From an optimization exercise on the open Yosys and OpenROAD flow, aimed at small area, a short achievable clock period and few clock cycles per item; shortcuts taken in it are not production practice. Only simulation tests tie the RTL to the original design; equivalence was not proved. Power is estimated from default activity; no workload was simulated.

Setup of 08-20:
==> flow/design.v <==
package aud_dma_pkg;
    typedef enum logic [1:0] {
        ST_IDLE = 2'd0,
        ST_REQ  = 2'd1,
        ST_DATA = 2'd2
    } dma_state_t;
    localparam logic [2:0]  AXI_SIZE_64    = 3'd3;
    localparam logic [1:0]  AXI_BURST_INCR = 2'b01;
    localparam int unsigned BYTES_PER_BEAT = 8;
    function automatic logic [31:0] burst_bytes(input logic [4:0] beats);
        burst_bytes = {27'd0, beats} * BYTES_PER_BEAT;
    endfunction
endpackage
module audio_rd_dma #(
    parameter int              ID_W        = 4,
    parameter logic [ID_W-1:0] AXI_ID      = 1,
    parameter int              BURST_BEATS = 8,
    parameter int              FIFO_DEPTH  = 32
) (
    input  logic            gclk,
    input  logic            gresetn,
    input  logic            cfg_start,
    input  logic            cfg_stop,
    input  logic [31:0]     cfg_base,
    input  logic [15:0]     cfg_words,
    input  logic            cfg_loop,
    output logic            busy,
    output logic            done,
    output logic            err,
    output logic [ID_W-1:0] aid,
    output logic [31:0]     aaddr,
    output logic            avalid,
    output logic            awrite,
    output logic [3:0]      alen,
    output logic [2:0]      asize,
    output logic [1:0]      aburst,
    input  logic            aready,
    input  logic [ID_W-1:0] rid,
    input  logic [63:0]     rdata,
    input  logic            rlast,
    input  logic            rvalid,
    output logic            rready,
    output logic [63:0]     smp_data,
    output logic            smp_valid,
    input  logic            smp_ready
);
    localparam logic [1:0] MAX_OUT = 2'd3;
    logic [25:0] aaddr_r;      
    logic [12:0] whi_r;        
    logic [2:0]  llen_r;       
    logic [12:0] rem_r;        
    logic        full_r;       
    logic        lastq_r;      
    logic        loop_r;
    logic        busy_r, done_r, err_r, stop_r, avalid_r;
    logic        prd_r;        
    logic [1:0]  oc_r;         
    logic [2:0]  db_r;         
    logic        start_s, stop_now_s, acc_s, act_s, beat_s, id_ok_s;
    logic        last_burst_s, last_exp_s, cmp_s;
    logic        nat_end_s, stop_end_s, restart_s, adv_s;
    logic [12:0] addr_b_s;
    logic        addr_ci_s;
    logic [14:0] lo_sum_s;
    logic [12:0] hi_nxt_s;
    logic        hi_fix_r;     
    logic [12:0] rem_nxt_s;
    assign start_s    = cfg_start & ~busy_r;
    assign stop_now_s = busy_r & (cfg_stop | stop_r);
    assign acc_s      = avalid_r & aready;
    assign act_s      = (oc_r != 2'd0);
    assign id_ok_s    = (rid == AXI_ID);
    assign beat_s     = rvalid & smp_ready & act_s;
    assign last_burst_s = prd_r & (oc_r == 2'd1);
    assign last_exp_s   = (db_r == 3'd7) | (last_burst_s & (db_r == llen_r));
    assign cmp_s        = beat_s & last_exp_s;
    assign nat_end_s  = cmp_s & last_burst_s & ~loop_r;
    assign stop_end_s = stop_now_s & ~avalid_r & (oc_r == 2'd0);
    assign restart_s  = busy_r & prd_r & loop_r & (oc_r == 2'd0);
    assign addr_b_s  = prd_r ? ~whi_r : 13'd0;
    assign addr_ci_s = prd_r ? full_r : 1'b1;
    assign lo_sum_s  = {1'b0, aaddr_r[12:0], 1'b1} + {1'b0, addr_b_s, addr_ci_s};
    assign hi_nxt_s  = hi_fix_r ? aaddr_r[25:13] - 13'd1 : aaddr_r[25:13] + 13'd1;
    assign rem_nxt_s = prd_r ? whi_r : rem_r - 13'd1;
    assign adv_s     = acc_s | restart_s;
    always_ff @(posedge gclk or negedge gresetn) begin
        if (!gresetn) begin
            busy_r   <= 1'b0;
            done_r   <= 1'b0;
            err_r    <= 1'b0;
            stop_r   <= 1'b0;
            avalid_r <= 1'b0;
            prd_r    <= 1'b0;
            oc_r     <= 2'd0;
            db_r     <= 3'd0;
            hi_fix_r <= 1'b0;
        end else begin
            hi_fix_r <= restart_s & ~lo_sum_s[14];
            case ({acc_s, cmp_s})
                2'b10:   oc_r <= oc_r + 2'd1;
                2'b01:   oc_r <= oc_r - 2'd1;
                default: oc_r <= oc_r;
            endcase
            stop_r <= ~start_s & (stop_r | cfg_stop);
            if (start_s) begin
                busy_r   <= (cfg_words != 16'd0);
                done_r   <= (cfg_words == 16'd0);
                err_r    <= 1'b0;
                avalid_r <= (cfg_words != 16'd0);
                prd_r    <= 1'b0;
            end else begin
                busy_r <= busy_r & ~nat_end_s & ~stop_end_s;
                done_r <= nat_end_s & ~stop_now_s;
                if (beat_s & (~id_ok_s | (rlast != last_exp_s))) begin
                    err_r <= 1'b1;
                end
                if (avalid_r) begin
                    avalid_r <= ~aready;
                end else begin
                    avalid_r <= busy_r & ~stop_now_s & ~prd_r & (oc_r != MAX_OUT);
                end
                if (acc_s & lastq_r) begin
                    prd_r <= 1'b1;
                end else if (restart_s) begin
                    prd_r <= 1'b0;
                end
            end
            if (beat_s) begin
                db_r <= last_exp_s ? 3'd0 : db_r + 3'd1;
            end
        end
    end
    always_ff @(posedge gclk) begin
        if (start_s) begin
            aaddr_r <= cfg_base[31:6];
            whi_r   <= cfg_words[15:3];
            llen_r  <= cfg_words[2:0] - 3'd1;
            full_r  <= (cfg_words[2:0] == 3'd0);
            rem_r   <= cfg_words[15:3];
            lastq_r <= (cfg_words[15:3] == {12'd0, (cfg_words[2:0] == 3'd0)});
            loop_r  <= cfg_loop;
        end else if (adv_s) begin
            aaddr_r[12:0] <= lo_sum_s[13:1];
            if (~prd_r & (&aaddr_r[12:0])) begin
                aaddr_r[25:13] <= hi_nxt_s;
            end
            rem_r   <= rem_nxt_s;
            lastq_r <= (rem_nxt_s == {12'd0, full_r});
        end else if (hi_fix_r) begin
            aaddr_r[25:13] <= hi_nxt_s;
        end
    end
    assign busy      = busy_r;
    assign done      = done_r;
    assign err       = err_r;
    assign aid       = AXI_ID;
    assign aaddr     = {aaddr_r, 6'd0};
    assign avalid    = avalid_r;
    assign awrite    = 1'b0;
    assign alen      = lastq_r ? {1'b0, llen_r} : 4'd7;
    assign asize     = aud_dma_pkg::AXI_SIZE_64;
    assign aburst    = aud_dma_pkg::AXI_BURST_INCR;
    assign rready    = smp_ready & act_s;
    assign smp_data  = rdata;
    assign smp_valid = rvalid & id_ok_s & act_s;
endmodule
==> flow/config.mk <==
export PLATFORM = sky130hd
export DESIGN_NAME = audio_rd_dma
export DESIGN_NICKNAME = audio_rd_dma
export VERILOG_FILES = /design/flow/design.v
export SDC_FILE = /design/flow/constraint.sdc
export NUM_CORES = 4
export LEC_CHECK = 0
export CAP_MARGIN = 20
export CORE_MARGIN = 2
export CORE_UTILIZATION = 60
export SETUP_SLACK_MARGIN = 2.8
export SLEW_MARGIN = 20
==> flow/constraint.sdc <==
create_clock -name core_clock -period 5.5 [get_ports {gclk}]
set_input_delay 1.1000 -clock core_clock [delete_from_list [all_inputs] [get_ports {gclk}]]
set_output_delay 1.1000 -clock core_clock [all_outputs]
set_load 0.01 [all_outputs]
standard.sh (not shown) runs the stock make flow with config.mk's settings and CLKGATE_MAP_FILE= SYNTH_SCRIPT=/design/flow/synth_recipe.tcl, a recipe that flattens the netlist after the stock synthesis.
==> flow/flow/run.sh <==
#!/bin/bash
# Layout with the standard.sh (ORFS), with two changes:
#  - synthesis runs flow/my_synth.tcl: synth_recipe.tcl's steps (same Yosys
#    synth -nofsm -noshare, flatten and renaming), except that the ABC call
#    uses flow/abc_map.script and no adder map; registers are mapped exactly
#    as in the standard synthesis;
#  - extra ORFS settings passed as make variables (see below).
# Each tool's output goes to standard.log (ORFS keeps per-step logs in orfs/logs).
set -euo pipefail
export MY_ABC_SCRIPT=$PWD/flow/abc_map.script MY_ABC_NOD=1
bash standard.sh SYNTH_SCRIPT=$PWD/flow/my_synth.tcl ADDER_MAP_FILE= BUFFER_PORTS_ARGS="-buffer_cell sky130_fd_sc_hd__buf_1" finish > standard.log 2>&1
==> flow/flow/abc_map.script <==
&get -n; &st; &dch; &nf -D 1500; &put; topo; stime -c; buffer -c; upsize -c -D 1500; dnsize -c -D 1500
==> flow/flow/my_synth.tcl <==
proc synth {args} { yosys synth -nofsm -noshare {*}$args }
# Map with a custom ABC script instead of the speed script.
proc abc {args} {
  set i [lsearch -exact $args -script]
  if {$i >= 0 && [info exists ::env(MY_ABC_SCRIPT)]} { lset args [expr {$i+1}] $::env(MY_ABC_SCRIPT) }
  if {[info exists ::env(MY_ABC_D)]} { set j [lsearch -exact $args -D]; if {$j>=0} {lset args [expr {$j+1}] $::env(MY_ABC_D)} }
  if {[info exists ::env(MY_ABC_NOSCRIPT)]} { set i [lsearch -exact $args -script]; set args [lreplace $args $i [expr {$i+1}]] }
  if {[info exists ::env(MY_ABC_NOD)]} { set j [lsearch -exact $args -D]; if {$j>=0} {set args [lreplace $args $j [expr {$j+1}]]} }
  puts "MYABC: $args"
  yosys abc {*}$args
}
source $::env(SCRIPTS_DIR)/synth.tcl
# left out here: clear keep_hierarchy, flatten, clean up, hide names made inside functions, write 1_2_yosys.v
Testbench counts of 08-20, summed over its fixed seeds: cycles 12,335, items 9,450.
For 12-13, these inputs were changed with respect to 08-20:
# 08-20
export LEC_CHECK = 0
export CAP_MARGIN = 20
export CORE_MARGIN = 2
export CORE_UTILIZATION = 60
export SETUP_SLACK_MARGIN = 2.8
export SLEW_MARGIN = 20
create_clock -name core_clock -period 5.5 [get_ports {gclk}]
# 12-13
export LEC_CHECK = 0
export CAP_MARGIN = 20
export CORE_MARGIN = 2
export CORE_UTILIZATION = 60
export SETUP_SLACK_MARGIN = 2.5
export SLEW_MARGIN = 20
create_clock -name core_clock -period 5.5 [get_ports {gclk}]
==> flow/flow/run.sh <==
#!/bin/bash
# Layout with the standard.sh (ORFS), with two changes:
#  - synthesis runs flow/my_synth.tcl: synth_recipe.tcl's steps, except that
#    the ABC mapping uses Yosys's default ABC script with a delay target
#    (registers are mapped exactly as in the standard synthesis);
#  - extra ORFS settings passed as make variables (see below).
# Each tool's output goes to standard.log (ORFS keeps per-step logs in orfs/logs).
set -euo pipefail
export MY_ABC_SCRIPT=$PWD/flow/abc_map.script MY_ABC_NOD=1
bash standard.sh SYNTH_SCRIPT=$PWD/flow/my_synth.tcl ADDER_MAP_FILE= BUFFER_PORTS_ARGS="-buffer_cell sky130_fd_sc_hd__buf_1" finish > standard.log 2>&1
==> flow/flow/abc_map.script <==
strash; dch; map -D 1800; topo; stime -c; buffer -c; upsize -c -D 1800; dnsize -c -D 1800
Findings:
- Per the comparison of 12-13 with 08-20, wire length of the first global-routing pass increased by about 2% relative to the old numbers; vias per cell went down; fraction of standard cell area that is sequential comparable.
- Synthesized area per cell (12-13 over 08-20): decrease, 17%
- Going from 08-20 to 12-13, the proportion of power drawn by the clock network was found to have gone up by 0.8 points.
- Between 08-20 and 12-13, the flow reports net switching power decreasing slightly.

* * *

## build 89
Starts from the design.v that is shown in full above.
clock: 5.5 ns
lec_check: 0
cap_margin: 20
core_margin: 2
core_utilization: 60
setup_slack_margin: 2.5
slew_margin: 20
==> flow/flow/run.sh <==
#!/bin/bash
# Layout with the standard.sh (ORFS), with two changes:
#  - synthesis runs flow/my_synth.tcl: synth_recipe.tcl's steps (same Yosys
#    synth -nofsm -noshare, flatten and renaming), except that the ABC call
#    uses flow/abc_map.script and no adder map; registers are mapped exactly
#    as in the standard synthesis;
#  - extra ORFS settings passed as make variables (see below).
# Each tool's output goes to standard.log (ORFS keeps per-step logs in orfs/logs).
set -euo pipefail
export MY_ABC_SCRIPT=$PWD/flow/abc_map.script MY_ABC_NOD=1
bash standard.sh SYNTH_SCRIPT=$PWD/flow/my_synth.tcl ADDER_MAP_FILE= SKIP_REPAIR_TIE_FANOUT=1 BUFFER_PORTS_ARGS="-buffer_cell sky130_fd_sc_hd__buf_1" CTS_ARGS="-sink_clustering_enable -repair_clock_nets -dont_use_dummy_load -buf_list sky130_fd_sc_hd__clkbuf_8 -sink_clustering_size 30 -sink_clustering_max_diameter 150" finish > standard.log 2>&1
==> flow/flow/abc_map.script <==
&get -n; &st; &dch; &nf -D 1500; &put
Scripts as last shown in full above: flow/flow/my_synth.tcl
Build 89: all stages complete, timing, DRC and antenna checks passed
Testbench counts of build 89, summed over its fixed seeds: cycles 12,335, items 9,450.
For build 85, these inputs were changed with respect to build 89:
- changing SETUP_SLACK_MARGIN from 2.5 to 2.2
diff --git a/flow/flow/run.sh b/flow/flow/run.sh
--- a/flow/flow/run.sh
+++ b/flow/flow/run.sh
@@ -11 +11 @@
-bash standard.sh SYNTH_SCRIPT=$PWD/flow/my_synth.tcl ADDER_MAP_FILE= SKIP_REPAIR_TIE_FANOUT=1 BUFFER_PORTS_ARGS="-buffer_cell sky130_fd_sc_hd__buf_1" CTS_ARGS="-sink_clustering_enable -repair_clock_nets -dont_use_dummy_load -buf_list sky130_fd_sc_hd__clkbuf_8 -sink_clustering_size 30 -sink_clustering_max_diameter 150" finish > standard.log 2>&1
+bash standard.sh SYNTH_SCRIPT=$PWD/flow/my_synth.tcl ADDER_MAP_FILE= BUFFER_PORTS_ARGS="-buffer_cell sky130_fd_sc_hd__buf_1" finish > standard.log 2>&1
==> flow/flow/abc_map.script <==
&get -n; &st; &dch; &nf -D 1500; &put; topo; stime -c; buffer -c; upsize -c -D 1500; dnsize -c -D 1500
Results
Taking build 89 as the reference, in build 85 vias per cell has decreased, total power increased by about 4% relative to the old numbers, final design utilization now sits lower, simple-gate area share of the yosys netlist increased by 0.47 points relative to the old numbers, multi-input combinational area share now sits higher.
Re post-synthesis sequential area ratio: build 89 was higher than build 85.
Run comparison: build 85 highest-delay cell along the critical path sky130_fd_sc_hd__nor4b_1; build 89 highest-delay cell along the critical path sky130_fd_sc_hd__nor4b_2
Build 85: slack of the worst reg-to-reg path 50 ps below build 89
The higher area of the core of build 85 and build 89 is in build 85.
Side by side, post-synthesis cell area turned out higher in build 85 than in build 89.
In build 85 relative to build 89, layout net count had gone up by a few percent.
Modified inputs, build 66 compared to build 85
- an added CTS_CLUSTER_SIZE of 40
- an added CTS_CLUSTER_DIAMETER of 100
- a change of SETUP_SLACK_MARGIN from 2.2 to 2.5
diff --git a/flow/flow/run.sh b/flow/flow/run.sh
--- a/flow/flow/run.sh
+++ b/flow/flow/run.sh
@@ -11 +11 @@
-bash standard.sh SYNTH_SCRIPT=$PWD/flow/my_synth.tcl ADDER_MAP_FILE= BUFFER_PORTS_ARGS="-buffer_cell sky130_fd_sc_hd__buf_1" finish > standard.log 2>&1
+bash standard.sh SYNTH_SCRIPT=$PWD/flow/my_synth.tcl ADDER_MAP_FILE= SKIP_REPAIR_TIE_FANOUT=1 BUFFER_PORTS_ARGS="-buffer_cell sky130_fd_sc_hd__buf_1" finish > standard.log 2>&1
==> flow/flow/abc_map.script <==
&get -n; &st; &syn2; &dch; &nf -D 1500; &put; topo; stime -c; buffer -c; upsize -c -D 1500; dnsize -c -D 1500
[summary]
[compare] base=build 85 new=build 66: sequential power level, core utilization level, sequential share of cell area moved down. The standard cells in build 66 occupy more silicon area than those in build 85 do. Critical path depth came out exactly the same in build 66 and build 85. Build 66: shortest clock period the worst path allows after layout lower than build 85. Re global-route usage: build 85 was lower than build 66. The lower number of cells in the design after placement came out of build 85. Setup TNS: build 85 vs build 66 — no meaningful difference.
Input-level comparison between build 38 and build 66:
- a deleted CTS_CLUSTER_DIAMETER that had been 100
- a deleted CTS_CLUSTER_SIZE that had been 40
- a change of CORE_UTILIZATION from 60 to 75
==> flow/flow/abc_map.script <==
&get -n; &st; &dch; &nf -D 1500; &put; topo; stime -c; buffer -c; upsize -c -D 1500; dnsize -c -D 1500
## What came out
Build 38 and build 66 ended up with roughly the same reported sequential group power. Comparing build 66 and build 38, number of global-route vias before repair is higher on build 66. In the flow results for build 66 and build 38, the share of the yosys chip area belonging to registers is smaller on build 66. Diff build 66..build 38 | number of distinct library cells after synthesis | unchanged. Cmp build 38 vs build 66: final critical-path setup slack higher in build 38.
The following lists how build 80 was set up differently from build 38:
- CORE_UTILIZATION: 75 -> 60
==> flow/flow/run.sh <==
#!/bin/bash
# Layout with the standard.sh (ORFS), with two changes:
#  - synthesis runs flow/my_synth.tcl: synth_recipe.tcl's steps, except that
#    the ABC mapping uses Yosys's default ABC script with a delay target
#    (registers are mapped exactly as in the standard synthesis);
#  - extra ORFS settings passed as make variables (see below).
# Each tool's output goes to standard.log (ORFS keeps per-step logs in orfs/logs).
set -euo pipefail
export MY_ABC_SCRIPT=$PWD/flow/abc_map.script MY_ABC_NOD=1
bash standard.sh SYNTH_SCRIPT=$PWD/flow/my_synth.tcl ADDER_MAP_FILE= BUFFER_PORTS_ARGS="-buffer_cell sky130_fd_sc_hd__buf_1" finish > standard.log 2>&1
- Across both runs, effective utilization at floorplan was lower for build 80 than for build 38.
- Re share of the cycle needed by the critical path after routing: build 80 is 0.56 points up on build 38.
- For total power of the final layout, build 80 and build 38 come out practically identical.
- Delta (build 80 minus build 38): routing usage on met1 fell by 5.8 points; pin count of the biggest net entering global routing fell by 3; relative contribution of the clock network to total power fell by 0.3 points; global-route usage over all layers fell by 6.0 points; clock skew stayed essentially flat.
- Headroom to the max-slew limit on build 80 is ahead of build 38.
- Re placed instance area: build 80 is 2.1% up on build 38.
- Compared with build 38, build 80 shows die area that has gone up by more than 10%.

separate check: timing with driven ports:
No port has a modelled driver above. Below, the same layouts with a new extraction and two added sets of constraints. Step 1 (the two cells are an assumption about what drives the block):
set clk [get_ports {gclk}]
set_driving_cell -lib_cell sky130_fd_sc_hd__clkbuf_16 $clk
set_driving_cell -lib_cell sky130_fd_sc_hd__buf_2 [delete_from_list [all_inputs] $clk]
Step 2 times the ports against the registers' clock, not the clock port: input delays grow and output delays shrink by t, the midpoint of the rising clock arrivals with the driver on. Slacks: ideal / step 1 / step 2; pairs: ideal / step 1.
run	t, ns	setup slack, ns	worst hold slack (ns)
08-20	0.380	2.581 / 2.560 / 2.560	0.516 / 0.516 / 0.516
12-13	0.377	2.600 / 2.576 / 2.367	0.514 / 0.514 / 0.514
build 89	0.359	2.593 / 2.571 / 2.490	0.518 / 0.518 / 0.518
build 85	0.374	2.496 / 2.475 / 2.230	0.515 / 0.515 / 0.515
build 66	0.367	2.595 / 2.575 / 2.381	0.497 / 0.497 / 0.497
build 38	0.374	2.609 / 2.590 / 2.524	0.522 / 0.522 / 0.522
build 80	0.376	2.579 / 2.559 / 2.421	0.515 / 0.515 / 0.515
After both steps setup and hold are still met in every run listed. The setup slack of build 85, which loses most, moves by -0.021 ns with the drivers and by -0.266 ns with both steps.
